This is an optimization exercise on Yosys and OpenROAD, whose aim is small area and a short achievable clock period, not a production implementation.
Function was not checked in any run shown here: the RTL went through the layout flow alone.
Power and IR drop assume default switching activity.

### config.mk
export PLATFORM = sky130hd
export DESIGN_NAME = rx_dma_packetizer
export DESIGN_NICKNAME = rx_dma_packetizer
export VERILOG_FILES = /design/flow/design.v
export SDC_FILE = /design/flow/constraint.sdc
export NUM_CORES = 4
export LEC_CHECK = 0
export CAP_MARGIN = 20
export CORE_MARGIN = 2
export CORE_UTILIZATION = 45
export CTS_BUF_LIST = sky130_fd_sc_hd__clkbuf_8
export CTS_CLUSTER_DIAMETER = 60
export CTS_CLUSTER_SIZE = 16
export SETUP_SLACK_MARGIN = 2.5
export SLEW_MARGIN = 20
export BUFFER_PORTS_ARGS = -buffer_cell sky130_fd_sc_hd__buf_4
### constraint.sdc
create_clock -name core_clock -period 5.0 [get_ports {clk}]
set_input_delay 1.0000 -clock core_clock [delete_from_list [all_inputs] [get_ports {clk}]]
set_output_delay 1.0000 -clock core_clock [all_outputs]
set_load 0.01 [all_outputs]
### design.v
`default_nettype none
module rx_dma_packetizer #(
    parameter int FIFO_DEPTH    = 64,
    parameter int FRAME_SAMPLES = 256
) (
    input  logic        clk,
    input  logic        rst,
    input  logic        enable,
    input  logic        s_valid,
    input  logic [15:0] s_i,
    input  logic [15:0] s_q,
    output logic        m_axis_valid,
    input  logic        m_axis_ready,
    output logic [7:0]  m_axis_data,
    output logic        m_axis_last,
    output logic        overflow,
    output logic [15:0] drop_count,
    input  logic        clear_status
);
    localparam logic [1:0] c_ST_IDLE = 2'd0;
    localparam logic [1:0] c_ST_RUN  = 2'd1;
    localparam logic [1:0] c_ST_PAD  = 2'd2;
    logic [1:0]  r_state;
    logic [7:0]  r_wr_pos;       
    logic [7:0]  r_rd_pos;       
    logic [6:0]  r_count;        
    logic [31:0] r_mem [0:63];
    logic [7:0]  r_wr_lo;        
    logic [7:0]  r_wr_hi;        
    logic [63:0] r_wr_en;        
    logic [63:0] r_rd_sel;       
    logic        r_valid;
    logic [1:0]  r_byte_idx;
    logic [7:0]  r_data;
    logic [31:0] r_hold;
    logic        r_last;
    logic        r_overflow;
    logic [15:0] r_drop_count;
    wire w_full    = r_count[6];
    wire w_empty   = (r_count == 7'd0);
    wire w_run_acc    = (r_state == c_ST_RUN) && enable;
    wire w_in_pad     = (r_state == c_ST_PAD);
    wire w_frame_last = (r_wr_pos == 8'hFF);
    wire w_pad_write  = w_in_pad && !w_full;
    wire w_push       = (w_run_acc && s_valid && !w_full) || w_pad_write;
    wire w_drop       = w_run_acc && s_valid && w_full;
    wire w_hs      = r_valid && m_axis_ready;
    wire w_pop     = !w_empty && (!r_valid || (w_hs && (r_byte_idx == 2'd3)));
    always_ff @(posedge clk) begin
        if (rst) begin
            r_state <= c_ST_IDLE;
        end else begin
            case (r_state)
                c_ST_IDLE: if (enable) r_state <= c_ST_RUN;
                c_ST_RUN:  if (!enable) r_state <= (r_wr_pos == 8'd0) ? c_ST_IDLE : c_ST_PAD;
                c_ST_PAD:  if (w_pad_write && w_frame_last) r_state <= c_ST_IDLE;
                default:   r_state <= c_ST_IDLE;
            endcase
        end
    end
    wire       w_full_next = w_full ? !w_pop : ((r_count == 7'd63) && w_push && !w_pop);
    wire [7:0] w_wr_lo_next = w_push ? {r_wr_lo[6:0], r_wr_lo[7]} : r_wr_lo;
    wire [7:0] w_wr_hi_next = (w_push && r_wr_lo[7]) ? {r_wr_hi[6:0], r_wr_hi[7]} : r_wr_hi;
    logic [63:0] w_wr_en_next;
    always_comb begin
        for (int k = 0; k < 64; k++) begin
            w_wr_en_next[k] = w_wr_lo_next[k % 8] && w_wr_hi_next[k / 8] && !w_full_next;
        end
    end
    always_ff @(posedge clk) begin
        if (rst) begin
            r_wr_pos <= '0;
            r_rd_pos <= '0;
            r_count  <= '0;
            r_wr_lo  <= 8'd1;
            r_wr_hi  <= 8'd1;
            r_wr_en  <= 64'd1;
            r_rd_sel <= 64'd1;
        end else begin
            if (w_push) r_wr_pos <= r_wr_pos + 8'd1;
            if (w_pop)  r_rd_pos <= r_rd_pos + 8'd1;
            case ({w_push, w_pop})
                2'b10:   r_count <= r_count + 7'd1;
                2'b01:   r_count <= r_count - 7'd1;
                default: r_count <= r_count;
            endcase
            r_wr_lo <= w_wr_lo_next;
            r_wr_hi <= w_wr_hi_next;
            r_wr_en <= w_wr_en_next;
            if (w_pop) r_rd_sel <= {r_rd_sel[62:0], r_rd_sel[63]};
        end
    end
    logic [31:0] w_wr_data;
    logic [31:0] w_rd_data;
    assign w_wr_data = w_in_pad ? 32'd0 : {s_q, s_i};
    always_ff @(posedge clk) begin
        for (int k = 0; k < 64; k++) begin
            if (r_wr_en[k]) r_mem[k] <= w_wr_data;
        end
    end
    always_comb begin
        w_rd_data = '0;
        for (int k = 0; k < 64; k++) begin
            w_rd_data = w_rd_data | ({32{r_rd_sel[k]}} & r_mem[k]);
        end
    end
    always_ff @(posedge clk) begin
        if (rst) begin
            r_valid    <= 1'b0;
            r_byte_idx <= 2'd0;
            r_last     <= 1'b0;
        end else begin
            if (w_pop)
                r_valid <= 1'b1;
            else if (w_hs && (r_byte_idx == 2'd3))
                r_valid <= 1'b0;
            if (w_hs) begin
                r_byte_idx <= r_byte_idx + 2'd1;
                r_last     <= (r_byte_idx == 2'd2) && (r_rd_pos == 8'd0);
            end
        end
    end
    wire [1:0] w_idx_next = r_byte_idx + {1'b0, w_hs};
    logic [7:0] w_hold_byte;
    always_comb begin
        case (w_idx_next)
            2'd0:    w_hold_byte = r_hold[7:0];
            2'd1:    w_hold_byte = r_hold[15:8];
            2'd2:    w_hold_byte = r_hold[23:16];
            default: w_hold_byte = r_hold[31:24];
        endcase
    end
    always_ff @(posedge clk) begin
        r_data <= w_pop ? w_rd_data[7:0] : w_hold_byte;
        if (w_pop) begin
            r_hold <= w_rd_data;
        end
    end
    assign m_axis_data  = r_data;
    assign m_axis_last  = r_last;
    assign m_axis_valid = r_valid;
    always_ff @(posedge clk) begin
        if (rst) begin
            r_overflow   <= 1'b0;
            r_drop_count <= 16'd0;
        end else if (w_drop) begin
            r_overflow   <= 1'b1;
            r_drop_count <= clear_status ? 16'd1 :
                            (&r_drop_count) ? r_drop_count : r_drop_count + 16'd1;
        end else if (clear_status) begin
            r_overflow   <= 1'b0;
            r_drop_count <= 16'd0;
        end
    end
    assign overflow   = r_overflow;
    assign drop_count = r_drop_count;
endmodule
`default_nettype wire
### flow/run.sh
#!/bin/bash
set -o pipefail
cp standard.sh standard.sh.orig.log
cp config.mk config.mk.orig.log
echo 'export BUFFER_PORTS_ARGS = -buffer_cell sky130_fd_sc_hd__buf_4' >> config.mk
bash standard.sh > standard.log 2>&1
### standard.sh
#!/bin/bash
# synth_recipe.tcl (not shown) runs the flow's synth.tcl, then flattens the netlist and writes it again
# the make line also repeats each setting of config.mk as NAME=value (left out here)
make -C /OpenROAD-flow-scripts/flow DESIGN_CONFIG=/design/flow/config.mk WORK_HOME=/design/flow/orfs CLKGATE_MAP_FILE= SYNTH_SCRIPT=/design/flow/synth_recipe.tcl "${@:-finish}"
==> results of run 1 <==
layout by cell type, fill, tap and decap left out, types with 6 or more instances in the layout:
master,netlist,layout
and3_1,8,8
o21ai_0,8,7
a221oi_1,512,488
bufinv_16,0,7
a22o_1,512,512
o211ai_1,6,6
nand3_1,17,10
and2_4,0,7
nor2_1,110,110
or4_4,1,20
clkinv_2,0,7
ha_4,0,7
buf_4,6,208
mux2_2,15,14
buf_12,0,34
edfxtp_1,2080,2080
a221oi_2,0,24
buf_16,0,7
and2_1,42,12
a21oi_1,78,75
diode_2,0,7
inv_1,13,54
nand4_1,134,134
xor2_1,17,17
dfxtp_2,0,31
buf_6,1,44
nor3_1,6,6
dfxtp_1,198,41
mux4_2,8,8
clkbuf_8,0,174
nand2_1,148,147
buf_8,0,17
or4_1,33,14
dfxtp_4,0,126
clkinvlp_4,0,8
ha_1,14,7
and2_2,0,23
xnor2_1,10,9
flip-flops by register name (all words and copies together) (netlist names), 16 cells and up:
register      count
r_hold           32
r_rd_sel         64
r_wr_en          64
r_drop_count     16
r_mem          2048
report_power, final:
part | leakage (uW) | switching, uW | internal [uW]
clock | 0.00165 | 6080 | 3600
sequential | 0.0205 | 268 | 21100
combinational | 0.00588 | 2020 | 1150
layout make-up:
class / instances / area [sq um] / area share
timing repair buffer: 312 / 3240 / 0.0360
inverter: 14 / 71.3 / 0.000793
multi-input combinational: 1739 / 13800 / 0.153
tap: 2355 / 2950 / 0.0328
timing repair inverter: 1 / 8.76 / 0.0000974
sequential: 2278 / 66900 / 0.744
antenna: 7 / 17.5 / 0.000195
clock inverter: 76 / 561 / 0.00623
clock buffer: 174 / 2390 / 0.0266
metrics by stage:
| step | util | setup slack (ns) | hold WS, ns | area (sq um) |
|---|---|---|---|---|
| after floorplan | - | 1.67 | 0.457 | 81000 |
| after global placement | 0.475 | 1.29 | 0.452 | 84700 |
| after detailed placement | 0.475 | 1.26 | 0.455 | 84800 |
| after CTS | 0.500 | 1.94 | 0.259 | 89200 |
| after global routing | 0.504 | 1.86 | 0.295 | 89900 |
| final | 0.504 | 1.96 | 0.308 | 90000 |
final timing paths:
path	to	cells after the start	slack, ns	startpoint
min	r_state[0]$_SDFFE_PP0P_	2	0.31	enable
min reg2reg	r_rd_sel[63]$_SDFFE_PP0P_	2	0.49	r_rd_sel[63]$_SDFFE_PP0P_
max	r_count[6]$_SDFFE_PP0P_	12	1.96	r_count[2]$_SDFFE_PP0P_
max reg2reg	r_count[6]$_SDFFE_PP0P_	12	1.96	r_count[2]$_SDFFE_PP0P_
per-layer routing:
layer	GRT usage	up-vias	wire, um
met5	0	-	73
met4	0.205	10	26100
met3	0.103	1267	57900
met2	0.521	5480	142000
met1	0.487	26575	113000
li1	-	18464	-
logic make-up after synthesis:
logic type | count (synthesis) | share of synthesized area
AOI/OAI and AO/OA | 1138 | 0.119
xor gates and xnor gates | 27 | 0.00292
adders and majority gates | 15 | 0.00241
muxes | 33 | 0.00556
DFF | 2278 | 0.822
buffers and inverters | 310 | 0.0149
and+or+nand+nor | 526 | 0.0333
worst register-to-register path, delay by kind of cell, from the launching register on:
kind / cells / cell delay (ns)
flip-flops: 1 / 0.35
buffers and inverters: 3 / 0.30
AO/OA/AOI/OAI: 4 / 0.91
AND/OR/NAND/NOR: 3 / 1.01
adder cells (fa/ha/maj): 2 / 0.41
timing repair:
| action | CTS | global route |
|---|---|---|
| cloned | 2 | 2 |
| pin swaps | 12 | 7 |
| setup buffers | 62 | 41 |
| gates resized for setup | 245 | 43 |
| endpoints found under the setup margin | 2143 | 176 |
==> metrics.md, run 1 <==
| Metric | Value |
|---|---|
| Status | `finished clean` |
| Final min period | `3.04 ns` |
| DPL Wire Length | `165000 um` |
| Clk latency of the worst-skew pair | `1.00 ns` |
| Max_slew headroom | `0.108` |
| Sequential-to-total area share from yosys stat | `0.822` |
| Layout Skew | `0.0694 ns` |
| Die area | `0.183 sq mm` |
| WP data arrival | `3.94 ns` |
| CORE AREA | `0.178 sq mm` |
| H-tree levels | `4` |
| Drt total wl | `339000 um` |
| Final setup violating endpoints | `0` |
| Critical Path Source Type | `flip-flop` |
| Most used cell, CP | `or4_4` |
| Nets@finish | `4566` |
| Top-count cell post-synth | `edfxtp_1` |
| Top cell types by occurrence after synthesis | `2080 x edfxtp_1, 512 x a221oi_1, 512 x a22o_1` |
| Total CTS buffers | `167` |
| Synth cell types | `52` |
| Buffers on Ports | `64` |
| LEAKAGE | `0.0280 uW` |
| Syn Std Cell Area | `0.0808 sq mm` |
| VDD IR max | `0.369 mV` |
| Pwr dens | `380 mW/mm^2` |
| Routed len/inst | `48.7 um` |
| # rows | `155` |
| RSZ-0062 raised after global routing | `true` |
| Critical path endpoint category | `flip-flop` |
| Critical Path Fanout Max | `5` |
| Layout overhead on the synthesized area | `11.3%` |
| Post-synth EDFFs | `2080` |
| CTS Hold Bufs | `0` |
| Layout cells sized above 1 | `0.177` |
| Cells after DPL | `6588` |
| Hold crit path type | `input pin to flip-flop` |
| Initial antenna violation count | `18` |
| First-pass GRT wire length | `436000 um` |
| Largest net degree at the start of global routing | `84` |
| Die X | `428 um` |
| Setup CP Type | `flip-flop to flip-flop` |
| Final hold vios | `0` |
| 1st-iter DRT viols | `12472` |
| Yosys warns | `2` |
| Clock transition at path regs | `0.09 ns` |
| Synth area leader | `edfxtp_1` |
| Tot GR Track Use | `0.359` |
| Final period util | `0.608` |
| Max clock buf depth | `3` |
| Worst path bufs/invs | `3` |
| Yosys reg bits | `2278` |
| Die Ht | `428 um` |
| Setup TNS | `0 ns` |
| Share of the synthesized area in the top cell type | `0.773` |
| Routed vias | `51796` |
| Synth Net Count | `4380` |
| Final ANT Viol Nets | `0` |
| Pwr Total | `34200 uW` |
| Slew of the pin with the lowest slew margin | `1.34 ns` |
| Slowest cell on the critical path | `or4_4` |
| Post-Layout Cell Count | `6956` |
| DR DRC count | `0` |
| Post-synth top flop | `edfxtp_1` |
| CP cell instances | `or4_4, o41ai_4, buf_6, inv_16, ha_4, inv_2, fa_2, nor2b_4, o31a_1, or4_4, a31o_2, a21oi_2` |
| Number of filler cells placed in the layout | `14366` |
| Max Cap Violations | `0` |
| Required time of the critical path | `5.90 ns` |
| Vias per std cell | `7.45` |
| Clock sink count | `2278` |
| Initial Utilization | `0.453` |
| Clk root buf | `clkbuf_8` |
| Vias in the first global route | `46473` |
| CP max stage delay | `0.53 ns` |
| Syn Inst Count | `4327` |
| RD Place Congestion | `0.844` |
| Max Freq | `0.329 GHz` |
| Remaining Overflow, GRT | `0` |
| CTS tree | `yes` |
| # IOs | `65` |
| Area contributors post-synth | `edfxtp_1 77%, a221oi_1 5.5%, a22o_1 5.5%` |
| Slew Limit Fails | `0` |
| Largest delay contributor family on the critical path | `simple AND/OR/NAND/NOR gates` |
| Mean post-synth cell area | `18.7 sq um` |
| TritonRoute pass-1 iters | `8` |
| Synth async-reset ratio | `0` |
==> inputs of run 2 (changes only) <==
==> run.sh (new file) <==
#!/bin/bash
# synth_recipe.tcl (not shown) runs the flow's synth.tcl, then flattens the netlist and writes it again
# the make line also repeats each setting of config.mk as NAME=value (left out here)
make -C /OpenROAD-flow-scripts/flow DESIGN_CONFIG=/design/flow/config.mk WORK_HOME=/design/flow/orfs CLKGATE_MAP_FILE= SYNTH_SCRIPT=/design/flow/synth_recipe.tcl finish
--- a/config.mk
+++ b/config.mk
@@ -15,2 +15 @@
 export SLEW_MARGIN = 20
-export BUFFER_PORTS_ARGS = -buffer_cell sky130_fd_sc_hd__buf_4
removed: flow/run.sh
removed: standard.sh
==> run 2 against run 1 <==
  * Largest cell class unchanged
  * Critical endpoint unchanged
  * Critical path type unchanged
  * Routed wire length fell by 1.5%
  * Clock power decreased by 3.5%
  * Still clean
  * Sequential power barely moved
  * Sequential share of layout area grew 0.56 points
==> metrics.md, run 2 <==
| Metric | Value |
|---|---|
| Required time of the critical path | `5.87 ns (was 5.90 ns)` |
| Die X | `428 um (unchanged)` |
| Comb power frac | `0.086 (was 0.093)` |
| Fin area | `0.0893 sq mm (was 0.0900 sq mm)` |
| Pwr dens | `377 mW/mm^2 (was 380 mW/mm^2)` |
| Critical Path Source Type | `flip-flop (unchanged)` |
| Setup TNS | `0 ns (unchanged)` |
| DPL Wire Length | `167000 um (was 165000 um)` |
| Mean post-synth cell area | `18.7 sq um (unchanged)` |
| Max Cap Violations | `0 (unchanged)` |
| CTS tree | `yes (unchanged)` |
| DR DRC count | `0 (unchanged)` |
| CP max stage delay | `0.56 ns (was 0.53 ns)` |
| VDD IR max | `0.287 mV (was 0.369 mV)` |
| Syn Inst Count | `4327 (unchanged)` |
| Final ANT Viol Nets | `0 (unchanged)` |
| Max_slew headroom | `0.107 (was 0.108)` |
| Syn Std Cell Area | `0.0808 sq mm (unchanged)` |
| Post-Layout Cell Count | `6938 (was 6956)` |
| Yosys reg bits | `2278 (unchanged)` |
| P_int | `25400 uW (was 25800 uW)` |
| Slowest cell on the critical path | `or4_4 (unchanged)` |
| Largest register FFs | `2048 (unchanged)` |
| Routed len/inst | `48.1 um (was 48.7 um)` |
| Clock share of power | `0.278 (was 0.283)` |
| Clk root buf | `clkbuf_8 (unchanged)` |
| Top cell types by occurrence after synthesis | `2080 x edfxtp_1, 512 x a221oi_1, 512 x a22o_1 (unchanged)` |
| Reg2reg path depth | `10 (was 12)` |
| # rows | `155 (unchanged)` |
| Psw | `8230 uW (was 8370 uW)` |
| Slew Limit Fails | `0 (unchanged)` |
| CP cell instances | `or4_4, o41ai_4, bufinv_8, ha_4, ha_4, nor2b_4, o31a_1, or4_4, a31o_4, a21oi_1 (was or4_4, o41ai_4, buf_6, inv_16, ha_4, inv_2, fa_2, nor2b_4, o31a_1, or4_4, a31o_2, a21oi_2)` |
| Worst path bufs/invs | `1 (was 3)` |
| Synth async-reset ratio | `0 (unchanged)` |
| Tot GR Track Use | `0.355 (was 0.359)` |
| Buffers on Ports | `64 (unchanged)` |
| WP data arrival | `3.98 ns (was 3.94 ns)` |
| Max clock buf depth | `3 (unchanged)` |
| Synth Net Count | `4380 (unchanged)` |
| Final min period | `3.11 ns (was 3.04 ns)` |
| LEAKAGE | `0.0277 uW (was 0.0280 uW)` |
| Layout cells sized above 1 | `0.162 (was 0.177)` |
| Clock transition at path regs | `0.10 ns (was 0.09 ns)` |
| Setup CP Type | `flip-flop to flip-flop (unchanged)` |
| Yosys warns | `2 (unchanged)` |
| Cells after DPL | `6598 (was 6588)` |
| Switching share of power | `0.245 (about the same)` |
| Critical Path Fanout Max | `6 (was 5)` |
| Post-synth top flop | `edfxtp_1 (unchanged)` |
| Area after DPL | `0.0850 sq mm (was 0.0848 sq mm)` |
| Layout overhead on the synthesized area | `10.4% (was 11.3%)` |
| Slew of the pin with the lowest slew margin | `1.34 ns (about the same)` |
| Hold path depth | `2 (unchanged)` |
| Commonest cells after routing, fill and taps aside | `2080 x edfxtp_1, 512 x a22o_1, 488 x a221oi_1 (unchanged)` |
| Layout Skew | `0.0574 ns (was 0.0694 ns)` |
| Vias per std cell | `7.42 (was 7.45)` |
| Largest Register | `r_mem (unchanged)` |
| Clock sink count | `2278 (unchanged)` |
| Beginning of the worst hold path | `rst (was enable)` |
| Share of total power in sequential cells | `0.636 (was 0.624)` |
| Hold crit path type | `input pin to flip-flop (unchanged)` |
| Final hold vios | `0 (unchanged)` |
| Status | `finished clean (unchanged)` |
| R2R setup slack | `1.89 ns (was 1.96 ns)` |
| Max Freq | `0.322 GHz (was 0.329 GHz)` |
| Initial Utilization | `0.453 (unchanged)` |
| Nets@finish | `4544 (was 4566)` |
| Die area | `0.183 sq mm (unchanged)` |
| Top flop regs | `r_mem: 2048 flops, r_rd_sel: 64 flops, r_wr_en: 64 flops (unchanged)` |
| RD Place Congestion | `0.861 (was 0.844)` |
| Die Ht | `428 um (unchanged)` |
| Final setup violating endpoints | `0 (unchanged)` |
| H-tree levels | `4 (unchanged)` |
| Number of filler cells placed in the layout | `14448 (was 14366)` |
| R2R Path Start | `r_count[2]$_SDFFE_PP0P_ (unchanged)` |
| 1st-iter DRT viols | `11883 (was 12472)` |
| CTS Hold Bufs | `0 (unchanged)` |
| Drt total wl | `333000 um (was 339000 um)` |
| Vias in the first global route | `46738 (was 46473)` |
| Sequential-to-total area share from yosys stat | `0.822 (unchanged)` |
| First-pass GRT wire length | `433000 um (was 436000 um)` |
| Largest net degree at the start of global routing | `85 (was 84)` |
| FF-to-FF End | `r_count[6]$_SDFFE_PP0P_ (unchanged)` |
| CORE AREA | `0.178 sq mm (unchanged)` |
| Clk latency of the worst-skew pair | `0.98 ns (was 1.00 ns)` |
| Top-count cell post-synth | `edfxtp_1 (unchanged)` |
| RSZ-0062 raised after global routing | `true (unchanged)` |
| Synth cell types | `52 (unchanged)` |
| Share of the synthesized area in the top cell type | `0.773 (unchanged)` |
| Initial antenna violation count | `16 (was 18)` |
| Remaining Overflow, GRT | `0 (unchanged)` |
| Final period util | `0.622 (was 0.608)` |
| Post-synth EDFFs | `2080 (unchanged)` |
| Total CTS buffers | `165 (was 167)` |
| Most common cell after layout, fill and taps aside | `edfxtp_1 (unchanged)` |
| # IOs | `65 (unchanged)` |
| TritonRoute pass-1 iters | `6 (was 8)` |
| Routed vias | `51499 (was 51796)` |
| Area contributors post-synth | `edfxtp_1 77%, a221oi_1 5.5%, a22o_1 5.5% (unchanged)` |
| Worst Hold Path EP | `r_overflow$_SDFFE_PP0P_ (was r_state[0]$_SDFFE_PP0P_)` |
| Largest delay contributor family on the critical path | `simple AND/OR/NAND/NOR gates (unchanged)` |
| Critical path endpoint category | `flip-flop (unchanged)` |
| Synth area leader | `edfxtp_1 (unchanged)` |
run 2: cell types whose count changed in the layout (fill, tap and decap cells not counted), sizes merged:
cell and delta:
mux2i +4, clkdlybuf4s50 +36, inv +13, diode +4, clkbuf -7, clkinvlp -4
buf -57, bufinv -4, clkinv -3
run 2: cell type report:
type	count	area [sq um]	share of cell area
inverters	14	68.8	0.000771
clock inverters	79	437	0.00489
well taps	2355	2950	0.0330
clock buffers	169	2330	0.0261
multi-input cells	1743	13800	0.154
repair buffers	289	2770	0.0310
flip-flops and latches	2278	66900	0.750
diodes	11	27.5	0.000308
run 2: how the worst max path moves through the flow:
stage / to / start / slack [ns] / cells after the start
3_5_place_dp: r_count[6]$_SDFFE_PP0P_ / enable / 0.99 / 12
4_1_cts: r_count[6]$_SDFFE_PP0P_ / r_count[2]$_SDFFE_PP0P_ / 1.92 / 10
3_3_place_gp: r_count[6]$_SDFFE_PP0P_ / enable / 0.95 / 13
6_report: r_count[6]$_SDFFE_PP0P_ / r_count[2]$_SDFFE_PP0P_ / 1.89 / 10
5_1_grt: r_count[6]$_SDFFE_PP0P_ / r_count[2]$_SDFFE_PP0P_ / 1.82 / 12
2_1_floorplan: r_count[6]$_SDFFE_PP0P_ / r_count[4]$_SDFFE_PP0P_ / 1.67 / 11
run 2: per-stage QoR:
step / hold WS, ns / power [uW] / setup WS [ns] / util
after floorplan: 0.457 / 23200 / 1.67 / -
after global routing: 0.378 / 34200 / 1.82 / 0.500
after global placement: 0.475 / 24300 / 0.952 / 0.476
after detailed placement: 0.484 / 24300 / 0.988 / 0.476
after CTS: 0.336 / 33400 / 1.92 / 0.497
final: 0.397 / 33700 / 1.89 / 0.500
run 2: logic make-up (layout without fill, tap and decap cells):
kind of cell / count (synthesis) / in the layout / synth area share
buffers and inverters: 310 / 551 / 0.0149
multiplexers: 33 / 37 / 0.00556
AND/OR/NAND/NOR: 526 / 526 / 0.0333
AO/OA/AOI/OAI: 1138 / 1138 / 0.119
other: 0 / 11 / 0
adder cells (fa/ha/maj): 15 / 15 / 0.00241
flip-flops: 2278 / 2278 / 0.822
XOR/XNOR: 27 / 27 / 0.00292
run 2: power groups by stage:
stage | registers (uW) | clock network (uW) | logic [uW]
6_report | 21400 | 9340 | 2910
3_3_place_gp | 21900 | 0 | 2400
3_5_place_dp | 21900 | 0 | 2440
5_1_grt | 21400 | 9880 | 2960
2_1_floorplan | 21700 | 0 | 1500
4_1_cts | 21400 | 9250 | 2700
run 2: worst reg2reg max path, delay by kind of cell (launching register included):
| kind | cells | cell delay, ns |
|---|---|---|
| AO/OA/AOI/OAI | 4 | 0.91 |
| flip-flops | 1 | 0.35 |
| AND/OR/NAND/NOR | 3 | 1.13 |
| buffers and inverters | 1 | 0.24 |
| adder cells (fa/ha/maj) | 2 | 0.41 |
run 2: metal layers:
metal,GRT usage,up-vias,part of all wire
met2,0.527,5274,0.43
met5,0,-,0.00017
met3,0.0981,1182,0.16
met4,0.202,8,0.073
li1,-,18427,-
met1,0.474,26608,0.34
run 2: timing repair:
item / CTS / global route
hold endpoints to repair: 0 / 0
setup buffers: 51 / 24
pin swaps: 7 / 12
resized for setup: 301 / 50
setup endpoints to repair: 2096 / 89
cloned: 0 / 4

==> afterwards: timing with drivers on the ports <==
How much do the figures lean on ideal ports? The routed layouts below were timed once more, with nothing changed but the port constraints.
Step 1: set_driving_cell puts a clkbuf_16 on clk and a buf_2 on each other input, an assumption about the parent block.
Step 2 also shifts input and output timing later by t, the mid clock arrival at the registers, as if the neighbouring blocks saw the same clock.
Slacks: no drivers / after step 1 / after step 2; pairs: no drivers / after step 1.
run | t, ns | setup WS [ns] | worst hold slack (ns)
run 1 | 1.036 | 1.958 / 1.958 / 1.446 | 0.308 / 0.250 / 0.488
run 2 | 1.037 | 1.892 / 1.892 / 0.956 | 0.397 / 0.339 / 0.489
After both steps every run listed still meets setup and hold. The setup slack of run 2, which loses most, moves by 0.000 ns with the drivers and by -0.936 ns with both steps.
